Source: an optimization exercise on an open RTL-to-GDS flow (aim: small area and a short achievable clock period). Production flows keep margins and buffers that such runs may drop. The RTL was checked by simulation tests, not by an equivalence proof against the original design. Power figures rest on the tool's default switching activity, not on a simulated workload.

==> flow/design.v, too long to show whole: its modules and the start of the top module <==
// module alu_decode: 82 lines
// module alu_fx_arith: 1082 lines
// module alu_bit_ops: 32 lines
// module alu_result: 17 lines
// module alu_top: 67 lines
module alu_top
#(
    parameter int INT_W  = alu_fx_pkg::INT_W_DEF,
    parameter int FRAC_W = alu_fx_pkg::FRAC_W_DEF,
    parameter int DATA_W = INT_W + FRAC_W
) (
    input  logic              i_clk,
    input  logic              i_rst_n,
    input  logic [DATA_W-1:0] i_data_a,
    input  logic [DATA_W-1:0] i_data_b,
    input  logic [alu_op_pkg::OP_W-1:0]   i_inst,
    output logic              o_busy,
    output logic              o_valid,
    output logic [DATA_W-1:0] o_data
);
  // ...
==> flow/run.sh <==
#!/bin/bash
# synth_recipe.tcl (not shown) runs the flow's synth.tcl, then flattens the netlist and writes it again
# the make line also repeats each setting of config.mk as NAME=value (left out here)
make -C /OpenROAD-flow-scripts/flow DESIGN_CONFIG=/design/flow/config.mk WORK_HOME=/design/flow/orfs CLKGATE_MAP_FILE= SYNTH_SCRIPT=/design/flow/synth_recipe.tcl finish
==> flow/config.mk <==
export PLATFORM = sky130hd
export DESIGN_NAME = alu_top
export DESIGN_NICKNAME = alu_top
export VERILOG_FILES = /design/flow/design.v
export SDC_FILE = /design/flow/constraint.sdc
export NUM_CORES = 4
export LEC_CHECK = 0
export ABC_AREA = 1
export CAP_MARGIN = 20
export CORE_MARGIN = 2
export CORE_UTILIZATION = 25
export SETUP_SLACK_MARGIN = 4.5
export SLEW_MARGIN = 20
==> flow/constraint.sdc <==
create_clock -name core_clock -period 10.0 [get_ports {i_clk}]
set_input_delay 2.0000 -clock core_clock [delete_from_list [all_inputs] [get_ports {i_clk}]]
set_output_delay 2.0000 -clock core_clock [all_outputs]
set_load 0.01 [all_outputs]
==> run_results.csv, run 1 <==
group,metric,value,unit
pwr,power.total,3.52,mW
placed_design,dp_slack,3790,ps
drt,route.layer.met1.wl,20.4,mm
pwr,leakage,6.95,nW
cts,cts.repair.resized,19,
pwr,pg_seq,0.437,mW
worst_setup_path,crit_path_top_delay_cell,"fa_1",
drt,drc,0,
layout,seq_share,0.116,
drt,dr_wl_met2,21.0,mm
global_routing,grt_use_total,0.179,
layout,multiInputGateArea,9270,µm²
outcome,status,"no timing/DRC/antenna violations",
worst_setup_path,critPathTopFamily,"adder cells",
cts,clk_latency,340,ps
drt,highest_layer,"met5",
pwr,power.internal,1.55,mW
layout,fillCellCount,5281,
pwr,power-top-group,"combinational logic",
synth,yosys-top-cells-area,"fa_1 (19%), nand2_1 (10%), xor2_1 (10%)",
pwr,clkPwrFrac,0.098,
timing,fin_crit,5350,ps
global_routing,grt_pass1_wl,70.3,mm
floorplan,start_util,0.252,
floorplan,rows,81,
worst_hold_path,worstHoldPathType,"flip-flop to flip-flop",
layout,n_all_inverters,278,
worst_setup_path,cp_num_cells,23,
drt,totalWireLength,47.7,mm
==> run 2: changes to the inputs <==
--- a/flow/design.v
+++ b/flow/design.v
@@ -92,16 +92,24 @@
         o_d    <= is_lrcw ? {8'd0, i_data_a} : is_rot ? {19'd0, amt} : d_in;
         o_x    <= x_in;
         o_sub  <= is_sub;
         o_rot  <= is_rot;
         o_lfsr <= is_lfsr;
         o_lrcw <= is_lrcw;
     end
 endmodule
+module alu_fa (input logic a, input logic b, input logic c, output logic s, output logic co);
+    assign s  = a ^ b ^ c;
+    assign co = (a & b) | (a & c) | (b & c);
+endmodule
+module alu_ha (input logic a, input logic b, output logic s, output logic co);
+    assign s  = a ^ b;
+    assign co = a & b;
+endmodule
 module alu_fx_arith (
     input  logic [15:0] a,
     input  logic [23:0] d,
     input  logic [15:0] x,
     input  logic        sub,
     output logic [15:0] o_res
 );
     logic neg_0;
@@ -667,264 +675,145 @@
     assign pp_7_9 = ((one_7 & a[9]) | (two_7 & a[8])) ^ neg_7;
     assign pp_7_10 = ((one_7 & a[10]) | (two_7 & a[9])) ^ neg_7;
     assign pp_7_11 = ((one_7 & a[11]) | (two_7 & a[10])) ^ neg_7;
     assign pp_7_12 = ((one_7 & a[12]) | (two_7 & a[11])) ^ neg_7;
     assign pp_7_13 = ((one_7 & a[13]) | (two_7 & a[12])) ^ neg_7;
     assign pp_7_14 = ((one_7 & a[14]) | (two_7 & a[13])) ^ neg_7;
     assign pp_7_15 = ((one_7 & a[15]) | (two_7 & a[14])) ^ neg_7;
     assign pp_7_16 = ~(((one_7 & a[15]) | (two_7 & a[15])) ^ neg_7);
-    assign hs0 = x[4] ^ neg_7;
-    assign hc0 = x[4] & neg_7;
-    assign hs1 = x[5] ^ pp_0_15;
-    assign hc1 = x[5] & pp_0_15;
-    assign fs2 = x[6] ^ pp_0_16 ^ pp_1_14;
-    assign fc2 = (x[6] & pp_0_16) | (x[6] & pp_1_14) | (pp_0_16 & pp_1_14);
-    assign fs3 = sub ^ x[0] ^ neg_5;
-    assign fc3 = (sub & x[0]) | (sub & neg_5) | (x[0] & neg_5);
-    assign hs4 = pp_0_10 ^ pp_1_8;
-    assign hc4 = pp_0_10 & pp_1_8;
-    assign fs5 = x[1] ^ pp_0_11 ^ pp_1_9;
-    assign fc5 = (x[1] & pp_0_11) | (x[1] & pp_1_9) | (pp_0_11 & pp_1_9);
-    assign hs6 = pp_2_7 ^ pp_3_5;
-    assign hc6 = pp_2_7 & pp_3_5;
-    assign fs7 = x[2] ^ neg_6 ^ pp_0_12;
-    assign fc7 = (x[2] & neg_6) | (x[2] & pp_0_12) | (neg_6 & pp_0_12);
-    assign fs8 = pp_1_10 ^ pp_2_8 ^ pp_3_6;
-    assign fc8 = (pp_1_10 & pp_2_8) | (pp_1_10 & pp_3_6) | (pp_2_8 & pp_3_6);
-    assign hs9 = pp_4_4 ^ pp_5_2;
-    assign hc9 = pp_4_4 & pp_5_2;
-    assign fs10 = x[3] ^ pp_0_13 ^ pp_1_11;
-    assign fc10 = (x[3] & pp_0_13) | (x[3] & pp_1_11) | (pp_0_13 & pp_1_11);
-    assign fs11 = pp_2_9 ^ pp_3_7 ^ pp_4_5;
-    assign fc11 = (pp_2_9 & pp_3_7) | (pp_2_9 & pp_4_5) | (pp_3_7 & pp_4_5);
-    assign hs12 = pp_5_3 ^ pp_6_1;
-    assign hc12 = pp_5_3 & pp_6_1;
-    assign fs13 = pp_0_14 ^ pp_1_12 ^ pp_2_10;
-    assign fc13 = (pp_0_14 & pp_1_12) | (pp_0_14 & pp_2_10) | (pp_1_12 & pp_2_10);
-    assign fs14 = pp_3_8 ^ pp_4_6 ^ pp_5_4;
-    assign fc14 = (pp_3_8 & pp_4_6) | (pp_3_8 & pp_5_4) | (pp_4_6 & pp_5_4);
-    assign fs15 = pp_6_2 ^ pp_7_0 ^ hs0;
-    assign fc15 = (pp_6_2 & pp_7_0) | (pp_6_2 & hs0) | (pp_7_0 & hs0);
-    assign fs16 = hc0 ^ pp_1_13 ^ pp_2_11;
-    assign fc16 = (hc0 & pp_1_13) | (hc0 & pp_2_11) | (pp_1_13 & pp_2_11);
-    assign fs17 = pp_3_9 ^ pp_4_7 ^ pp_5_5;
-    assign fc17 = (pp_3_9 & pp_4_7) | (pp_3_9 & pp_5_5) | (pp_4_7 & pp_5_5);
-    assign fs18 = pp_6_3 ^ pp_7_1 ^ hs1;
-    assign fc18 = (pp_6_3 & pp_7_1) | (pp_6_3 & hs1) | (pp_7_1 & hs1);
-    assign fs19 = pp_2_12 ^ pp_3_10 ^ pp_4_8;
-    assign fc19 = (pp_2_12 & pp_3_10) | (pp_2_12 & pp_4_8) | (pp_3_10 & pp_4_8);
-    assign fs20 = pp_5_6 ^ pp_6_4 ^ pp_7_2;
-    assign fc20 = (pp_5_6 & pp_6_4) | (pp_5_6 & pp_7_2) | (pp_6_4 & pp_7_2);
+    alu_ha u_ha0 (.a(x[4]), .b(neg_7), .s(hs0), .co(hc0));
+    alu_ha u_ha1 (.a(x[5]), .b(pp_0_15), .s(hs1), .co(hc1));
+    alu_fa u_fa2 (.a(x[6]), .b(pp_0_16), .c(pp_1_14), .s(fs2), .co(fc2));
+    alu_fa u_fa3 (.a(sub), .b(x[0]), .c(neg_5), .s(fs3), .co(fc3));
+    alu_ha u_ha4 (.a(pp_0_10), .b(pp_1_8), .s(hs4), .co(hc4));
+    alu_fa u_fa5 (.a(x[1]), .b(pp_0_11), .c(pp_1_9), .s(fs5), .co(fc5));
+    alu_ha u_ha6 (.a(pp_2_7), .b(pp_3_5), .s(hs6), .co(hc6));
+    alu_fa u_fa7 (.a(x[2]), .b(neg_6), .c(pp_0_12), .s(fs7), .co(fc7));
+    alu_fa u_fa8 (.a(pp_1_10), .b(pp_2_8), .c(pp_3_6), .s(fs8), .co(fc8));
+    alu_ha u_ha9 (.a(pp_4_4), .b(pp_5_2), .s(hs9), .co(hc9));
+    alu_fa u_fa10 (.a(x[3]), .b(pp_0_13), .c(pp_1_11), .s(fs10), .co(fc10));
+    alu_fa u_fa11 (.a(pp_2_9), .b(pp_3_7), .c(pp_4_5), .s(fs11), .co(fc11));
+    alu_ha u_ha12 (.a(pp_5_3), .b(pp_6_1), .s(hs12), .co(hc12));
+    alu_fa u_fa13 (.a(pp_0_14), .b(pp_1_12), .c(pp_2_10), .s(fs13), .co(fc13));
+    alu_fa u_fa14 (.a(pp_3_8), .b(pp_4_6), .c(pp_5_4), .s(fs14), .co(fc14));
+    alu_fa u_fa15 (.a(pp_6_2), .b(pp_7_0), .c(hs0), .s(fs15), .co(fc15));
+    alu_fa u_fa16 (.a(hc0), .b(pp_1_13), .c(pp_2_11), .s(fs16), .co(fc16));
+    alu_fa u_fa17 (.a(pp_3_9), .b(pp_4_7), .c(pp_5_5), .s(fs17), .co(fc17));
+    alu_fa u_fa18 (.a(pp_6_3), .b(pp_7_1), .c(hs1), .s(fs18), .co(fc18));
+    alu_fa u_fa19 (.a(pp_2_12), .b(pp_3_10), .c(pp_4_8), .s(fs19), .co(fc19));
+    alu_fa u_fa20 (.a(pp_5_6), .b(pp_6_4), .c(pp_7_2), .s(fs20), .co(fc20));
     assign cs21 = ~(hc1 ^ fs2);
     assign cc21 = hc1 | fs2;
     assign iv22 = ~x[7];
-    assign fs23 = iv22 ^ pp_1_15 ^ pp_2_13;
-    assign fc23 = (iv22 & pp_1_15) | (iv22 & pp_2_13) | (pp_1_15 & pp_2_13);
-    assign fs24 = pp_3_11 ^ pp_4_9 ^ pp_5_7;
-    assign fc24 = (pp_3_11 & pp_4_9) | (pp_3_11 & pp_5_7) | (pp_4_9 & pp_5_7);
-    assign fs25 = pp_6_5 ^ pp_7_3 ^ fc2;
-    assign fc25 = (pp_6_5 & pp_7_3) | (pp_6_5 & fc2) | (pp_7_3 & fc2);
-    assign fs26 = x[7] ^ x[8] ^ pp_1_16;
-    assign fc26 = (x[7] & x[8]) | (x[7] & pp_1_16) | (x[8] & pp_1_16);
-    assign fs27 = pp_2_14 ^ pp_3_12 ^ pp_4_10;
-    assign fc27 = (pp_2_14 & pp_3_12) | (pp_2_14 & pp_4_10) | (pp_3_12 & pp_4_10);
-    assign fs28 = pp_5_8 ^ pp_6_6 ^ pp_7_4;
-    assign fc28 = (pp_5_8 & pp_6_6) | (pp_5_8 & pp_7_4) | (pp_6_6 & pp_7_4);
-    assign fs29 = x[9] ^ pp_2_15 ^ pp_3_13;
-    assign fc29 = (x[9] & pp_2_15) | (x[9] & pp_3_13) | (pp_2_15 & pp_3_13);
-    assign fs30 = pp_4_11 ^ pp_5_9 ^ pp_6_7;
-    assign fc30 = (pp_4_11 & pp_5_9) | (pp_4_11 & pp_6_7) | (pp_5_9 & pp_6_7);
-    assign fs31 = x[10] ^ pp_2_16 ^ pp_3_14;
-    assign fc31 = (x[10] & pp_2_16) | (x[10] & pp_3_14) | (pp_2_16 & pp_3_14);
-    assign fs32 = pp_4_12 ^ pp_5_10 ^ pp_6_8;
-    assign fc32 = (pp_4_12 & pp_5_10) | (pp_4_12 & pp_6_8) | (pp_5_10 & pp_6_8);
-    assign fs33 = x[11] ^ pp_3_15 ^ pp_4_13;
-    assign fc33 = (x[11] & pp_3_15) | (x[11] & pp_4_13) | (pp_3_15 & pp_4_13);
-    assign fs34 = x[12] ^ pp_3_16 ^ pp_4_14;
-    assign fc34 = (x[12] & pp_3_16) | (x[12] & pp_4_14) | (pp_3_16 & pp_4_14);
-    assign hs35 = neg_3 ^ pp_0_6;
-    assign hc35 = neg_3 & pp_0_6;
-    assign hs36 = pp_0_7 ^ pp_1_5;
-    assign hc36 = pp_0_7 & pp_1_5;
-    assign fs37 = neg_4 ^ pp_0_8 ^ pp_1_6;
-    assign fc37 = (neg_4 & pp_0_8) | (neg_4 & pp_1_6) | (pp_0_8 & pp_1_6);
-    assign hs38 = pp_2_4 ^ pp_3_2;
-    assign hc38 = pp_2_4 & pp_3_2;
-    assign fs39 = pp_0_9 ^ pp_1_7 ^ pp_2_5;
-    assign fc39 = (pp_0_9 & pp_1_7) | (pp_0_9 & pp_2_5) | (pp_1_7 & pp_2_5);
+    alu_fa u_fa23 (.a(iv22), .b(pp_1_15), .c(pp_2_13), .s(fs23), .co(fc23));
+    alu_fa u_fa24 (.a(pp_3_11), .b(pp_4_9), .c(pp_5_7), .s(fs24), .co(fc24));
+    alu_fa u_fa25 (.a(pp_6_5), .b(pp_7_3), .c(fc2), .s(fs25), .co(fc25));
+    alu_fa u_fa26 (.a(x[7]), .b(x[8]), .c(pp_1_16), .s(fs26), .co(fc26));
+    alu_fa u_fa27 (.a(pp_2_14), .b(pp_3_12), .c(pp_4_10), .s(fs27), .co(fc27));
+    alu_fa u_fa28 (.a(pp_5_8), .b(pp_6_6), .c(pp_7_4), .s(fs28), .co(fc28));
+    alu_fa u_fa29 (.a(x[9]), .b(pp_2_15), .c(pp_3_13), .s(fs29), .co(fc29));
+    alu_fa u_fa30 (.a(pp_4_11), .b(pp_5_9), .c(pp_6_7), .s(fs30), .co(fc30));
+    alu_fa u_fa31 (.a(x[10]), .b(pp_2_16), .c(pp_3_14), .s(fs31), .co(fc31));
+    alu_fa u_fa32 (.a(pp_4_12), .b(pp_5_10), .c(pp_6_8), .s(fs32), .co(fc32));
+    alu_fa u_fa33 (.a(x[11]), .b(pp_3_15), .c(pp_4_13), .s(fs33), .co(fc33));
+    alu_fa u_fa34 (.a(x[12]), .b(pp_3_16), .c(pp_4_14), .s(fs34), .co(fc34));
+    alu_ha u_ha35 (.a(neg_3), .b(pp_0_6), .s(hs35), .co(hc35));
+    alu_ha u_ha36 (.a(pp_0_7), .b(pp_1_5), .s(hs36), .co(hc36));
+    alu_fa u_fa37 (.a(neg_4), .b(pp_0_8), .c(pp_1_6), .s(fs37), .co(fc37));
+    alu_ha u_ha38 (.a(pp_2_4), .b(pp_3_2), .s(hs38), .co(hc38));
+    alu_fa u_fa39 (.a(pp_0_9), .b(pp_1_7), .c(pp_2_5), .s(fs39), .co(fc39));
     assign cs40 = ~(pp_3_3 ^ pp_4_1);
     assign cc40 = pp_3_3 | pp_4_1;
-    assign fs41 = pp_2_6 ^ pp_3_4 ^ pp_4_2;
-    assign fc41 = (pp_2_6 & pp_3_4) | (pp_2_6 & pp_4_2) | (pp_3_4 & pp_4_2);
-    assign fs42 = pp_5_0 ^ hs4 ^ fs3;
-    assign fc42 = (pp_5_0 & hs4) | (pp_5_0 & fs3) | (hs4 & fs3);
-    assign fs43 = pp_4_3 ^ pp_5_1 ^ hc4;
-    assign fc43 = (pp_4_3 & pp_5_1) | (pp_4_3 & hc4) | (pp_5_1 & hc4);
-    assign fs44 = fc3 ^ hs6 ^ fs5;
-    assign fc44 = (fc3 & hs6) | (fc3 & fs5) | (hs6 & fs5);
-    assign fs45 = pp_6_0 ^ hc6 ^ hs9;
-    assign fc45 = (pp_6_0 & hc6) | (pp_6_0 & hs9) | (hc6 & hs9);
-    assign fs46 = fc5 ^ fs7 ^ fs8;
-    assign fc46 = (fc5 & fs7) | (fc5 & fs8) | (fs7 & fs8);
-    assign fs47 = hc9 ^ hs12 ^ fc7;
-    assign fc47 = (hc9 & hs12) | (hc9 & fc7) | (hs12 & fc7);
-    assign fs48 = fc8 ^ fs10 ^ fs11;
-    assign fc48 = (fc8 & fs10) | (fc8 & fs11) | (fs10 & fs11);
-    assign fs49 = hc12 ^ fc10 ^ fc11;
-    assign fc49 = (hc12 & fc10) | (hc12 & fc11) | (fc10 & fc11);
-    assign fs50 = fs13 ^ fs14 ^ fs15;
-    assign fc50 = (fs13 & fs14) | (fs13 & fs15) | (fs14 & fs15);
-    assign fs51 = fc13 ^ fc14 ^ fc15;
-    assign fc51 = (fc13 & fc14) | (fc13 & fc15) | (fc14 & fc15);
-    assign fs52 = fs16 ^ fs17 ^ fs18;
-    assign fc52 = (fs16 & fs17) | (fs16 & fs18) | (fs17 & fs18);
-    assign fs53 = fc16 ^ fc17 ^ fs19;
-    assign fc53 = (fc16 & fc17) | (fc16 & fs19) | (fc17 & fs19);
-    assign fs54 = fs20 ^ fc18 ^ cs21;
-    assign fc54 = (fs20 & fc18) | (fs20 & cs21) | (fc18 & cs21);
-    assign fs55 = fc19 ^ fc20 ^ fs23;
-    assign fc55 = (fc19 & fc20) | (fc19 & fs23) | (fc20 & fs23);
-    assign fs56 = fs24 ^ cc21 ^ fs25;
-    assign fc56 = (fs24 & cc21) | (fs24 & fs25) | (cc21 & fs25);
-    assign fs57 = fc23 ^ fc24 ^ fs26;
-    assign fc57 = (fc23 & fc24) | (fc23 & fs26) | (fc24 & fs26);
-    assign fs58 = fs27 ^ fs28 ^ fc25;
-    assign fc58 = (fs27 & fs28) | (fs27 & fc25) | (fs28 & fc25);
+    alu_fa u_fa41 (.a(pp_2_6), .b(pp_3_4), .c(pp_4_2), .s(fs41), .co(fc41));
+    alu_fa u_fa42 (.a(pp_5_0), .b(hs4), .c(fs3), .s(fs42), .co(fc42));
+    alu_fa u_fa43 (.a(pp_4_3), .b(pp_5_1), .c(hc4), .s(fs43), .co(fc43));
+    alu_fa u_fa44 (.a(fc3), .b(hs6), .c(fs5), .s(fs44), .co(fc44));
+    alu_fa u_fa45 (.a(pp_6_0), .b(hc6), .c(hs9), .s(fs45), .co(fc45));
+    alu_fa u_fa46 (.a(fc5), .b(fs7), .c(fs8), .s(fs46), .co(fc46));
+    alu_fa u_fa47 (.a(hc9), .b(hs12), .c(fc7), .s(fs47), .co(fc47));
+    alu_fa u_fa48 (.a(fc8), .b(fs10), .c(fs11), .s(fs48), .co(fc48));
+    alu_fa u_fa49 (.a(hc12), .b(fc10), .c(fc11), .s(fs49), .co(fc49));
+    alu_fa u_fa50 (.a(fs13), .b(fs14), .c(fs15), .s(fs50), .co(fc50));
+    alu_fa u_fa51 (.a(fc13), .b(fc14), .c(fc15), .s(fs51), .co(fc51));
+    alu_fa u_fa52 (.a(fs16), .b(fs17), .c(fs18), .s(fs52), .co(fc52));
+    alu_fa u_fa53 (.a(fc16), .b(fc17), .c(fs19), .s(fs53), .co(fc53));
+    alu_fa u_fa54 (.a(fs20), .b(fc18), .c(cs21), .s(fs54), .co(fc54));
+    alu_fa u_fa55 (.a(fc19), .b(fc20), .c(fs23), .s(fs55), .co(fc55));
+    alu_fa u_fa56 (.a(fs24), .b(cc21), .c(fs25), .s(fs56), .co(fc56));
+    alu_fa u_fa57 (.a(fc23), .b(fc24), .c(fs26), .s(fs57), .co(fc57));
+    alu_fa u_fa58 (.a(fs27), .b(fs28), .c(fc25), .s(fs58), .co(fc58));
     assign iv59 = ~pp_7_5;
-    assign fs60 = iv59 ^ fc26 ^ fc27;
-    assign fc60 = (iv59 & fc26) | (iv59 & fc27) | (fc26 & fc27);
-    assign fs61 = fc28 ^ fs29 ^ fs30;
-    assign fc61 = (fc28 & fs29) | (fc28 & fs30) | (fs29 & fs30);
-    assign fs62 = pp_7_5 ^ pp_7_6 ^ fc29;
-    assign fc62 = (pp_7_5 & pp_7_6) | (pp_7_5 & fc29) | (pp_7_6 & fc29);
-    assign fs63 = fc30 ^ fs31 ^ fs32;
-    assign fc63 = (fc30 & fs31) | (fc30 & fs32) | (fs31 & fs32);
+    alu_fa u_fa60 (.a(iv59), .b(fc26), .c(fc27), .s(fs60), .co(fc60));
+    alu_fa u_fa61 (.a(fc28), .b(fs29), .c(fs30), .s(fs61), .co(fc61));
+    alu_fa u_fa62 (.a(pp_7_5), .b(pp_7_6), .c(fc29), .s(fs62), .co(fc62));
+    alu_fa u_fa63 (.a(fc30), .b(fs31), .c(fs32), .s(fs63), .co(fc63));
     assign iv64 = ~pp_5_11;
-    assign fs65 = iv64 ^ pp_6_9 ^ pp_7_7;
-    assign fc65 = (iv64 & pp_6_9) | (iv64 & pp_7_7) | (pp_6_9 & pp_7_7);
-    assign fs66 = fc31 ^ fc32 ^ fs33;
-    assign fc66 = (fc31 & fc32) | (fc31 & fs33) | (fc32 & fs33);
-    assign fs67 = pp_5_11 ^ pp_5_12 ^ pp_6_10;
-    assign fc67 = (pp_5_11 & pp_5_12) | (pp_5_11 & pp_6_10) | (pp_5_12 & pp_6_10);
-    assign fs68 = pp_7_8 ^ fc33 ^ fs34;
-    assign fc68 = (pp_7_8 & fc33) | (pp_7_8 & fs34) | (fc33 & fs34);
+    alu_fa u_fa65 (.a(iv64), .b(pp_6_9), .c(pp_7_7), .s(fs65), .co(fc65));
+    alu_fa u_fa66 (.a(fc31), .b(fc32), .c(fs33), .s(fs66), .co(fc66));
+    alu_fa u_fa67 (.a(pp_5_11), .b(pp_5_12), .c(pp_6_10), .s(fs67), .co(fc67));
+    alu_fa u_fa68 (.a(pp_7_8), .b(fc33), .c(fs34), .s(fs68), .co(fc68));
     assign iv69 = ~x[13];
-    assign fs70 = iv69 ^ pp_4_15 ^ pp_5_13;
-    assign fc70 = (iv69 & pp_4_15) | (iv69 & pp_5_13) | (pp_4_15 & pp_5_13);
-    assign fs71 = pp_6_11 ^ pp_7_9 ^ fc34;
-    assign fc71 = (pp_6_11 & pp_7_9) | (pp_6_11 & fc34) | (pp_7_9 & fc34);
-    assign fs72 = x[13] ^ x[14] ^ pp_4_16;
-    assign fc72 = (x[13] & x[14]) | (x[13] & pp_4_16) | (x[14] & pp_4_16);
-    assign fs73 = pp_5_14 ^ pp_6_12 ^ pp_7_10;
-    assign fc73 = (pp_5_14 & pp_6_12) | (pp_5_14 & pp_7_10) | (pp_6_12 & pp_7_10);
+    alu_fa u_fa70 (.a(iv69), .b(pp_4_15), .c(pp_5_13), .s(fs70), .co(fc70));
+    alu_fa u_fa71 (.a(pp_6_11), .b(pp_7_9), .c(fc34), .s(fs71), .co(fc71));
+    alu_fa u_fa72 (.a(x[13]), .b(x[14]), .c(pp_4_16), .s(fs72), .co(fc72));
+    alu_fa u_fa73 (.a(pp_5_14), .b(pp_6_12), .c(pp_7_10), .s(fs73), .co(fc73));
     assign iv74 = ~x[15];
-    assign fs75 = iv74 ^ pp_5_15 ^ pp_6_13;
-    assign fc75 = (iv74 & pp_5_15) | (iv74 & pp_6_13) | (pp_5_15 & pp_6_13);
-    assign hs76 = neg_2 ^ pp_0_4;
-    assign hc76 = neg_2 & pp_0_4;
-    assign hs77 = pp_0_5 ^ pp_1_3;
-    assign hc77 = pp_0_5 & pp_1_3;
-    assign fs78 = pp_1_4 ^ pp_2_2 ^ pp_3_0;
-    assign fc78 = (pp_1_4 & pp_2_2) | (pp_1_4 & pp_3_0) | (pp_2_2 & pp_3_0);
-    assign fs79 = pp_2_3 ^ pp_3_1 ^ hc35;
-    assign fc79 = (pp_2_3 & pp_3_1) | (pp_2_3 & hc35) | (pp_3_1 & hc35);
-    assign fs80 = pp_4_0 ^ hc36 ^ hs38;
-    assign fc80 = (pp_4_0 & hc36) | (pp_4_0 & hs38) | (hc36 & hs38);
-    assign fs81 = hc38 ^ cs40 ^ fc37;
-    assign fc81 = (hc38 & cs40) | (hc38 & fc37) | (cs40 & fc37);
-    assign fs82 = cc40 ^ fc39 ^ fs41;
-    assign fc82 = (cc40 & fc39) | (cc40 & fs41) | (fc39 & fs41);
-    assign fs83 = fc41 ^ fs43 ^ fc42;
-    assign fc83 = (fc41 & fs43) | (fc41 & fc42) | (fs43 & fc42);
-    assign fs84 = fc43 ^ fs45 ^ fc44;
-    assign fc84 = (fc43 & fs45) | (fc43 & fc44) | (fs45 & fc44);
-    assign fs85 = fc45 ^ fc46 ^ fs47;
-    assign fc85 = (fc45 & fc46) | (fc45 & fs47) | (fc46 & fs47);
-    assign fs86 = fc47 ^ fc48 ^ fs49;
-    assign fc86 = (fc47 & fc48) | (fc47 & fs49) | (fc48 & fs49);
-    assign fs87 = fc49 ^ fc50 ^ fs51;
-    assign fc87 = (fc49 & fc50) | (fc49 & fs51) | (fc50 & fs51);
-    assign fs88 = fc51 ^ fs53 ^ fc52;
-    assign fc88 = (fc51 & fs53) | (fc51 & fc52) | (fs53 & fc52);
-    assign fs89 = fc53 ^ fs55 ^ fc54;
-    assign fc89 = (fc53 & fs55) | (fc53 & fc54) | (fs55 & fc54);
-    assign fs90 = fc55 ^ fs57 ^ fc56;
-    assign fc90 = (fc55 & fs57) | (fc55 & fc56) | (fs57 & fc56);
-    assign fs91 = fc57 ^ fs60 ^ fs61;
-    assign fc91 = (fc57 & fs60) | (fc57 & fs61) | (fs60 & fs61);
-    assign fs92 = fc60 ^ fc61 ^ fs62;
-    assign fc92 = (fc60 & fc61) | (fc60 & fs62) | (fc61 & fs62);
-    assign fs93 = fs65 ^ fc62 ^ fc63;
-    assign fc93 = (fs65 & fc62) | (fs65 & fc63) | (fc62 & fc63);
-    assign fs94 = fc65 ^ fs67 ^ fc66;
-    assign fc94 = (fc65 & fs67) | (fc65 & fc66) | (fs67 & fc66);
-    assign fs95 = fc67 ^ fs70 ^ fc68;
-    assign fc95 = (fc67 & fs70) | (fc67 & fc68) | (fs70 & fc68);
-    assign fs96 = fc70 ^ fs72 ^ fs73;
-    assign fc96 = (fc70 & fs72) | (fc70 & fs73) | (fs72 & fs73);
-    assign fs97 = pp_7_11 ^ fc72 ^ fc73;
-    assign fc97 = (pp_7_11 & fc72) | (pp_7_11 & fc73) | (fc72 & fc73);
-    assign fs98 = pp_5_16 ^ pp_6_14 ^ pp_7_12;
-    assign fc98 = (pp_5_16 & pp_6_14) | (pp_5_16 & pp_7_12) | (pp_6_14 & pp_7_12);
-    assign hs99 = neg_1 ^ pp_0_2;
-    assign hc99 = neg_1 & pp_0_2;
-    assign hs100 = pp_0_3 ^ pp_1_1;
-    assign hc100 = pp_0_3 & pp_1_1;
-    assign fs101 = pp_1_2 ^ pp_2_0 ^ hs76;
-    assign fc101 = (pp_1_2 & pp_2_0) | (pp_1_2 & hs76) | (pp_2_0 & hs76);
-    assign fs102 = pp_2_1 ^ hc76 ^ hs77;
-    assign fc102 = (pp_2_1 & hc76) | (pp_2_1 & hs77) | (hc76 & hs77);
-    assign fs103 = hc77 ^ hs35 ^ fs78;
-    assign fc103 = (hc77 & hs35) | (hc77 & fs78) | (hs35 & fs78);
-    assign fs104 = hs36 ^ fc78 ^ fs79;
-    assign fc104 = (hs36 & fc78) | (hs36 & fs79) | (fc78 & fs79);
-    assign fs105 = fs37 ^ fc79 ^ fs80;
-    assign fc105 = (fs37 & fc79) | (fs37 & fs80) | (fc79 & fs80);
-    assign fs106 = fs39 ^ fc80 ^ fs81;
-    assign fc106 = (fs39 & fc80) | (fs39 & fs81) | (fc80 & fs81);
-    assign fs107 = fc81 ^ fs42 ^ fs82;
-    assign fc107 = (fc81 & fs42) | (fc81 & fs82) | (fs42 & fs82);
-    assign fs108 = fc82 ^ fs44 ^ fs83;
-    assign fc108 = (fc82 & fs44) | (fc82 & fs83) | (fs44 & fs83);
-    assign fs109 = fs46 ^ fc83 ^ fs84;
-    assign fc109 = (fs46 & fc83) | (fs46 & fs84) | (fc83 & fs84);
-    assign fs110 = fs48 ^ fc84 ^ fs85;
-    assign fc110 = (fs48 & fc84) | (fs48 & fs85) | (fc84 & fs85);
-    assign fs111 = fs50 ^ fc85 ^ fs86;
-    assign fc111 = (fs50 & fc85) | (fs50 & fs86) | (fc85 & fs86);
-    assign fs112 = fs52 ^ fc86 ^ fs87;
-    assign fc112 = (fs52 & fc86) | (fs52 & fs87) | (fc86 & fs87);
-    assign fs113 = fs54 ^ fc87 ^ fs88;
-    assign fc113 = (fs54 & fc87) | (fs54 & fs88) | (fc87 & fs88);
-    assign fs114 = fs56 ^ fc88 ^ fs89;
-    assign fc114 = (fs56 & fc88) | (fs56 & fs89) | (fc88 & fs89);
-    assign fs115 = fs58 ^ fc89 ^ fs90;
-    assign fc115 = (fs58 & fc89) | (fs58 & fs90) | (fc89 & fs90);
-    assign fs116 = fc58 ^ fs91 ^ fc90;
-    assign fc116 = (fc58 & fs91) | (fc58 & fc90) | (fs91 & fc90);
-    assign fs117 = fs63 ^ fc91 ^ fs92;
-    assign fc117 = (fs63 & fc91) | (fs63 & fs92) | (fc91 & fs92);
-    assign fs118 = fs66 ^ fc92 ^ fs93;
-    assign fc118 = (fs66 & fc92) | (fs66 & fs93) | (fc92 & fs93);
-    assign fs119 = fs68 ^ fc93 ^ fs94;
-    assign fc119 = (fs68 & fc93) | (fs68 & fs94) | (fc93 & fs94);
-    assign fs120 = fs71 ^ fc94 ^ fs95;
-    assign fc120 = (fs71 & fc94) | (fs71 & fs95) | (fc94 & fs95);
-    assign fs121 = fc71 ^ fs96 ^ fc95;
-    assign fc121 = (fc71 & fs96) | (fc71 & fc95) | (fs96 & fc95);
-    assign fs122 = fs75 ^ fc96 ^ fs97;
-    assign fc122 = (fs75 & fc96) | (fs75 & fs97) | (fc96 & fs97);
-    assign fs123 = fc75 ^ fs98 ^ fc97;
-    assign fc123 = (fc75 & fs98) | (fc75 & fc97) | (fs98 & fc97);
+    alu_fa u_fa75 (.a(iv74), .b(pp_5_15), .c(pp_6_13), .s(fs75), .co(fc75));
+    alu_ha u_ha76 (.a(neg_2), .b(pp_0_4), .s(hs76), .co(hc76));
+    alu_ha u_ha77 (.a(pp_0_5), .b(pp_1_3), .s(hs77), .co(hc77));
+    alu_fa u_fa78 (.a(pp_1_4), .b(pp_2_2), .c(pp_3_0), .s(fs78), .co(fc78));
+    alu_fa u_fa79 (.a(pp_2_3), .b(pp_3_1), .c(hc35), .s(fs79), .co(fc79));
+    alu_fa u_fa80 (.a(pp_4_0), .b(hc36), .c(hs38), .s(fs80), .co(fc80));
+    alu_fa u_fa81 (.a(hc38), .b(cs40), .c(fc37), .s(fs81), .co(fc81));
+    alu_fa u_fa82 (.a(cc40), .b(fc39), .c(fs41), .s(fs82), .co(fc82));
+    alu_fa u_fa83 (.a(fc41), .b(fs43), .c(fc42), .s(fs83), .co(fc83));
+    alu_fa u_fa84 (.a(fc43), .b(fs45), .c(fc44), .s(fs84), .co(fc84));
+    alu_fa u_fa85 (.a(fc45), .b(fc46), .c(fs47), .s(fs85), .co(fc85));
+    alu_fa u_fa86 (.a(fc47), .b(fc48), .c(fs49), .s(fs86), .co(fc86));
+    alu_fa u_fa87 (.a(fc49), .b(fc50), .c(fs51), .s(fs87), .co(fc87));
+    alu_fa u_fa88 (.a(fc51), .b(fs53), .c(fc52), .s(fs88), .co(fc88));
+    alu_fa u_fa89 (.a(fc53), .b(fs55), .c(fc54), .s(fs89), .co(fc89));
+    alu_fa u_fa90 (.a(fc55), .b(fs57), .c(fc56), .s(fs90), .co(fc90));
+    alu_fa u_fa91 (.a(fc57), .b(fs60), .c(fs61), .s(fs91), .co(fc91));
+    alu_fa u_fa92 (.a(fc60), .b(fc61), .c(fs62), .s(fs92), .co(fc92));
+    alu_fa u_fa93 (.a(fs65), .b(fc62), .c(fc63), .s(fs93), .co(fc93));
+    alu_fa u_fa94 (.a(fc65), .b(fs67), .c(fc66), .s(fs94), .co(fc94));
+    alu_fa u_fa95 (.a(fc67), .b(fs70), .c(fc68), .s(fs95), .co(fc95));
+    alu_fa u_fa96 (.a(fc70), .b(fs72), .c(fs73), .s(fs96), .co(fc96));
+    alu_fa u_fa97 (.a(pp_7_11), .b(fc72), .c(fc73), .s(fs97), .co(fc97));
+    alu_fa u_fa98 (.a(pp_5_16), .b(pp_6_14), .c(pp_7_12), .s(fs98), .co(fc98));
+    alu_ha u_ha99 (.a(neg_1), .b(pp_0_2), .s(hs99), .co(hc99));
+    alu_ha u_ha100 (.a(pp_0_3), .b(pp_1_1), .s(hs100), .co(hc100));
+    alu_fa u_fa101 (.a(pp_1_2), .b(pp_2_0), .c(hs76), .s(fs101), .co(fc101));
+    alu_fa u_fa102 (.a(pp_2_1), .b(hc76), .c(hs77), .s(fs102), .co(fc102));
+    alu_fa u_fa103 (.a(hc77), .b(hs35), .c(fs78), .s(fs103), .co(fc103));
+    alu_fa u_fa104 (.a(hs36), .b(fc78), .c(fs79), .s(fs104), .co(fc104));
+    alu_fa u_fa105 (.a(fs37), .b(fc79), .c(fs80), .s(fs105), .co(fc105));
+    alu_fa u_fa106 (.a(fs39), .b(fc80), .c(fs81), .s(fs106), .co(fc106));
+    alu_fa u_fa107 (.a(fc81), .b(fs42), .c(fs82), .s(fs107), .co(fc107));
+    alu_fa u_fa108 (.a(fc82), .b(fs44), .c(fs83), .s(fs108), .co(fc108));
+    alu_fa u_fa109 (.a(fs46), .b(fc83), .c(fs84), .s(fs109), .co(fc109));
+    alu_fa u_fa110 (.a(fs48), .b(fc84), .c(fs85), .s(fs110), .co(fc110));
+    alu_fa u_fa111 (.a(fs50), .b(fc85), .c(fs86), .s(fs111), .co(fc111));
+    alu_fa u_fa112 (.a(fs52), .b(fc86), .c(fs87), .s(fs112), .co(fc112));
+    alu_fa u_fa113 (.a(fs54), .b(fc87), .c(fs88), .s(fs113), .co(fc113));
+    alu_fa u_fa114 (.a(fs56), .b(fc88), .c(fs89), .s(fs114), .co(fc114));
+    alu_fa u_fa115 (.a(fs58), .b(fc89), .c(fs90), .s(fs115), .co(fc115));
+    alu_fa u_fa116 (.a(fc58), .b(fs91), .c(fc90), .s(fs116), .co(fc116));
+    alu_fa u_fa117 (.a(fs63), .b(fc91), .c(fs92), .s(fs117), .co(fc117));
+    alu_fa u_fa118 (.a(fs66), .b(fc92), .c(fs93), .s(fs118), .co(fc118));
+    alu_fa u_fa119 (.a(fs68), .b(fc93), .c(fs94), .s(fs119), .co(fc119));
+    alu_fa u_fa120 (.a(fs71), .b(fc94), .c(fs95), .s(fs120), .co(fc120));
+    alu_fa u_fa121 (.a(fc71), .b(fs96), .c(fc95), .s(fs121), .co(fc121));
+    alu_fa u_fa122 (.a(fs75), .b(fc96), .c(fs97), .s(fs122), .co(fc122));
+    alu_fa u_fa123 (.a(fc75), .b(fs98), .c(fc97), .s(fs123), .co(fc123));
     assign iv124 = ~pp_6_15;
-    assign fs125 = iv124 ^ pp_7_13 ^ fc98;
-    assign fc125 = (iv124 & pp_7_13) | (iv124 & fc98) | (pp_7_13 & fc98);
-    assign fs126 = pp_6_15 ^ pp_6_16 ^ pp_7_14;
-    assign fc126 = (pp_6_15 & pp_6_16) | (pp_6_15 & pp_7_14) | (pp_6_16 & pp_7_14);
+    alu_fa u_fa125 (.a(iv124), .b(pp_7_13), .c(fc98), .s(fs125), .co(fc125));
+    alu_fa u_fa126 (.a(pp_6_15), .b(pp_6_16), .c(pp_7_14), .s(fs126), .co(fc126));
     logic [31:0] r0, r1, p;
     assign r0 = {1'b1, pp_7_15, fc126, fc125, fc123, fc122, fc121, fc120, fc119, fc118, fc117, fc116, fc115, fc114, fc113, fc112, fc111, fc110, fc109, fc108, fc107, fc106, fc105, fc104, fc103, fc102, fc101, hc100, hc99, hs99, pp_0_1, neg_0};
     assign r1 = {1'b0, pp_7_16, ~pp_7_15, fs126, fs125, fs123, fs122, fs121, fs120, fs119, fs118, fs117, fs116, fs115, fs114, fs113, fs112, fs111, fs110, fs109, fs108, fs107, fs106, fs105, fs104, fs103, fs102, fs101, hs100, pp_1_0, 1'b0, pp_0_0};
     logic [31:0] g, t, c;
     assign g = r0 & r1;
     assign t = r0 ^ r1;
     logic gg0, pp0;
     assign gg0 = g[1] | (t[1] & g[0]);
==> flow/config.mk (replaced) <==
export PLATFORM = sky130hd
export DESIGN_NAME = alu_top
export DESIGN_NICKNAME = alu_top
export VERILOG_FILES = /design/flow/design.v
export SDC_FILE = /design/flow/constraint.sdc
export NUM_CORES = 4
export LEC_CHECK = 0
export ABC_AREA = 1
export CAP_MARGIN = 20
export CORE_MARGIN = 2
export CORE_UTILIZATION = 40
export SETUP_SLACK_MARGIN = 4.5
export SLEW_MARGIN = 20
export SYNTH_HIERARCHICAL = 1
==> run 2 against run 1 <==
Compared with the run above: hold slack gained 19 ps; still clean; routed wire length is 7.8% lower; count of clock-buffer cells in the layout is 2 higher; die area decreased by 36%; largest cell class unchanged; via count decreased by 1.9%; critical endpoint is now u_result.o_data[1]; largest power group unchanged.
==> run_results.csv, run 2 <==
group,metric,value,unit
global_routing,grt_max_degree,33,
floorplan,pin_count,56,
synth,synth_top_family_by_area,"simple AND/OR/NAND/NOR gates",
cts,cts_max_path_buffers,2,
floorplan,die_area,32500,µm²
cts,cts_max_level,3,
worst_setup_path,crit_type,"flip-flop to flip-flop",
layout,register_area,1690,µm²
synth,synth.avg_cell_area,7.16,µm²
layout,final_common_cell,"nand2_1",
timing,tightest_slew,945,ps
worst_setup_path,required,10220,ps
pwr,power.internal,1.32,mW
flow_run,max-cap-violations,0,
floorplan,die_w,180,µm
pwr,leakage,7.39,nW
placed_design,dp_hpwl,32.9,mm
synth,synth_ff_type,"dfxtp_1",
pwr,irDropWorstVdd,0.165,mV
floorplan,rows,64,
drt,viasPerCell,5.74,
placed_design,place_area,12900,µm²
drt,drc,0,
timing,final.setup.tns,0,ps
pwr,powerDensity,205,nW/µm²
worst_setup_path,crit_path_top_delay_cell,"fa_1",
drt,avgRoutedWirePerCell,19.9,µm
drt,totalWireLength,44.0,mm
drt,drt_iter0_drc,1424,
global_routing,grtUsageMet3,0.0317,
worst_setup_path,cp-end-kind,"flip-flop",
placed_design,portBuffers,55,
synth,seq_area_frac_synth,0.133,
worst_setup_path,critPathTopFamily,"adder cells",
cts,clk_latency,330,ps
drt,dr.pass1.iters,6,
synth,yosysTopAreaCell,"fa_1",
synth,syn-cell-area,12400,µm²
pwr,swShare,0.553,
synth,yosysMostFrequentCell,"nand2_1",
timing,relSlewSlack,0.370,
worst_setup_path,cp.arrival,5480,ps
layout,multiInputGateArea,9510,µm²
synth,synthMuxAreaShare,0,
floorplan,core_area,30600,µm²
pwr,p_sw,1.63,mW
timing,hold_viol,0,
synth,syn_inst,1733,
worst_setup_path,startpoint_type,"flip-flop",
cts,cts_buffers,9,
cts,clock-sinks,78,
synth,synth_top_area_share,0.190,
worst_hold_path,worstHoldPathType,"flip-flop to flip-flop",
pwr,clkPwrFrac,0.108,
cts,root_buffer,"clkbuf_16",
cts,hold_buffers,0,
synth,ys_types,54,
layout,fin_area,14400,µm²
drt,vias,12700,
worst_setup_path,critPathMaxFanout,19,
synth,ys.warnings.count,12,
global_routing,grt_pass1_wl,66.2,mm
global_routing,antenna_found_initial,0,
global_routing,grt-ovfl-total,0,
synth,ys_top_cells_by_count,"nand2_1 (422), nand3_1 (255), inv_1 (214)",
synth,synth_compound_area_frac,0.124,
pwr,p_comb_frac,0.747,
cts,cts_tree,"yes",
worst_setup_path,crit_chain,"buf_12, fa_1, fa_1, fa_1, inv_1, fa_1, inv_1, ha_1, fa_1, nand2_4, o21ai_4, nand3_1, nand3_1, nand3_1, nand2_1, nand3b_1, nand3_1, nand3_1, nand2_1, inv_1, nand2_1, nand3_1, nand2_1",
layout,fin_util,0.470,
floorplan,die_h,180,µm
timing,slew_viol_final,0,
layout,regMostFlops,"u_decode.o_d",
synth,yosys.area_share.simple,0.285,
pwr,seq_power_share,0.145,
placed_design,routabilityCongestion,0.965,
layout,layout-area-overhead-vs-synth,15.8,%
layout,fin_nets,2012,
synth,ys_ff_latch,78,
cts,cts.clk_slew.worst_paths,60,ps
layout,final_cell_mix,"nand2_1 (412), nand3_1 (252), inv_1 (192)",
timing,finClkSkew,6.78,ps
timing,fmax,0.190,GHz
worst_setup_path,crit_buf_inv,4,
worst_setup_path,max_stage_delay,580,ps
timing,setup_violations,0,
layout,largest_register_ffs,24,
synth,synthAdderAreaFrac,0.238,
layout,fillCellCount,3040,
timing,rsz0062_at_grt,"yes",
global_routing,busiest_layer,"met2",
synth,synth_edf_count,0,
floorplan,start_util,0.406,
drt,drt.antenna.violating_nets,0,
timing,fin_crit_sh,0.527,
synth,synth-xor-area-share,0.105,
pwr,power.total,2.95,mW
global_routing,grt_pass1_vias,11700,
global_routing,grtUsageMet2,0.385,
worst_setup_path,cp_common_cell,"nand3_1",
layout,drive_gt1_frac,0.132,
global_routing,grt_use_total,0.256,
synth,async_flop_share,0.231,
outcome,status,"no timing/DRC/antenna violations",
layout,diodes,0,
synth,yosys-top-cells-area,"fa_1 (19%), nand2_1 (13%), nand3_1 (10%)",
synth,synth_nets,1936,
global_routing,met1_usage,0.371,
timing,fin_crit,5270,ps
## run 2: changes by cell type after synthesis, sizes merged, moves of 10 or more
cell / previous run / this run
nand2: 354 / 444
inv: 275 / 227
buf: 45 / 69
nor2: 71 / 50
o21ai: 53 / 34
clkbuf: 40 / 24
a21oi: 40 / 26
nand3: 251 / 265
o211ai: 5 / 15
## run 2: worst reg2reg max path, delay by kind of cell, from the launching register on
kind | cells | cell delay (ps)
AO/OA/AOI/OAI | 1 | 290
adder cells (fa/ha/maj) | 6 | 2780
buffers and inverters | 4 | 300
flip-flops | 1 | 320
AND/OR/NAND/NOR | 12 | 1480
## run 2: area by class of cell
cell class                      instances  share of cell area
Sequential cell                        78               0.117
Timing Repair Buffer                  152              0.0995
Timing Repair inverter                  1            0.000348
Clock inverter                          4             0.00244
Tap cell                              396              0.0345
Clock buffer                           12              0.0185
Inverter                              227              0.0660
Multi-Input combinational cell       1340               0.661
## run 2: layer usage
layer,routed length [µm],share of wire,vias up
met2,18900,0.43,643
met3,3660,0.083,105
met4,2050,0.047,0
li1,-,-,5864
met5,0,0,-
met1,19400,0.44,6075
## run 2: path summary, 6_finish.rpt
| path | from | endpoint | slack (ps) | cells after the start |
|---|---|---|---|---|
| setup / recovery | u_decode.o_d[0] | u_result.o_data[1] | 4730 | 23 |
| hold / removal | u_decode.state[0] | u_decode.state[0] | 500 | 1 |
| setup reg to reg | u_decode.o_d[0] | u_result.o_data[1] | 4730 | 23 |
| hold reg to reg | u_decode.state[0] | u_decode.state[0] | 500 | 1 |
| max in group asynchronous | i_rst_n | u_result.o_data[6] | 7350 | 1 |
| min in group asynchronous | i_rst_n | u_result.o_data[1] | 2140 | 1 |
## run 2: stage by stage
step	hold slack (ps)	setup slack (ps)	cells
2_1_floorplan	448	4850	1733
3_3_place_gp	459	3820	2098
3_5_place_dp	471	3770	2098
4_1_cts	483	4490	2123
5_1_grt	524	4470	2210
6_report	498	4730	2210
## run 2: power by group through the flow
stage	sequential (mW)	combinational [mW]	clock, mW
final	0.428	2.21	0.318
after global routing	0.430	2.44	0.336
after CTS	0.425	2.10	0.321
after detailed placement	0.430	2.07	0
after global placement	0.431	2.06	0
after floorplan	0.403	1.44	0
## run 2: cell families (layout without fill, tap and decap cells)
family,Yosys count,after routing
xor gates and xnor gates,149,149
and+or+nand+nor,787,789
DFF,78,78
adders and majority gates,165,165
buffers and inverters,320,396
AOI/OAI and AO/OA,234,237
## run 2: what timing repair did
item,CTS,global route
gates cloned,2,5
pin swaps,2,9
setup endpoints to repair,16,16
gates resized for setup,15,66
setup buffers,7,81
## run 2: per-module statistics from Yosys, one instance, submodules excluded, a selection
module / times used / area [µm²] / flops+latches
alu_bit_ops: 1 / 2580 / 0
alu_decode: 1 / 2710 / 62
alu_fa: 106 / 20.0 / 0
alu_fx_arith: 1 / 3940 / 0
alu_ha: 13 / 12.5 / 0
alu_result: 1 / 905 / 16

[re-timing with driven ports]
No port has a modelled driver above. Below, the same layouts with a new extraction and two added sets of constraints. Step 1 sets driving cells, clkbuf_16 on the clock port and buf_2 on the other inputs (assumed; they add their load-dependent delay and slew). Step 2 moves the port delays by t, midway between the first and last clock arrival at a register: inputs arrive t later, outputs are due t later. That takes back most of the time a late clock gives input paths. a / b / c = no drivers / after step 1 / after step 2; a / b = the first two.
| run | t (ns) | slack for setup (ns) | slew at the worst register clock pin (ns) |
|---|---|---|---|
| run 1 | 0.370 | 4.651 / 4.651 / 4.651 | 0.07 / 0.07 |
| run 2 | 0.360 | 4.735 / 4.735 / 4.735 | 0.06 / 0.06 |
After both steps every run listed still meets setup and hold.
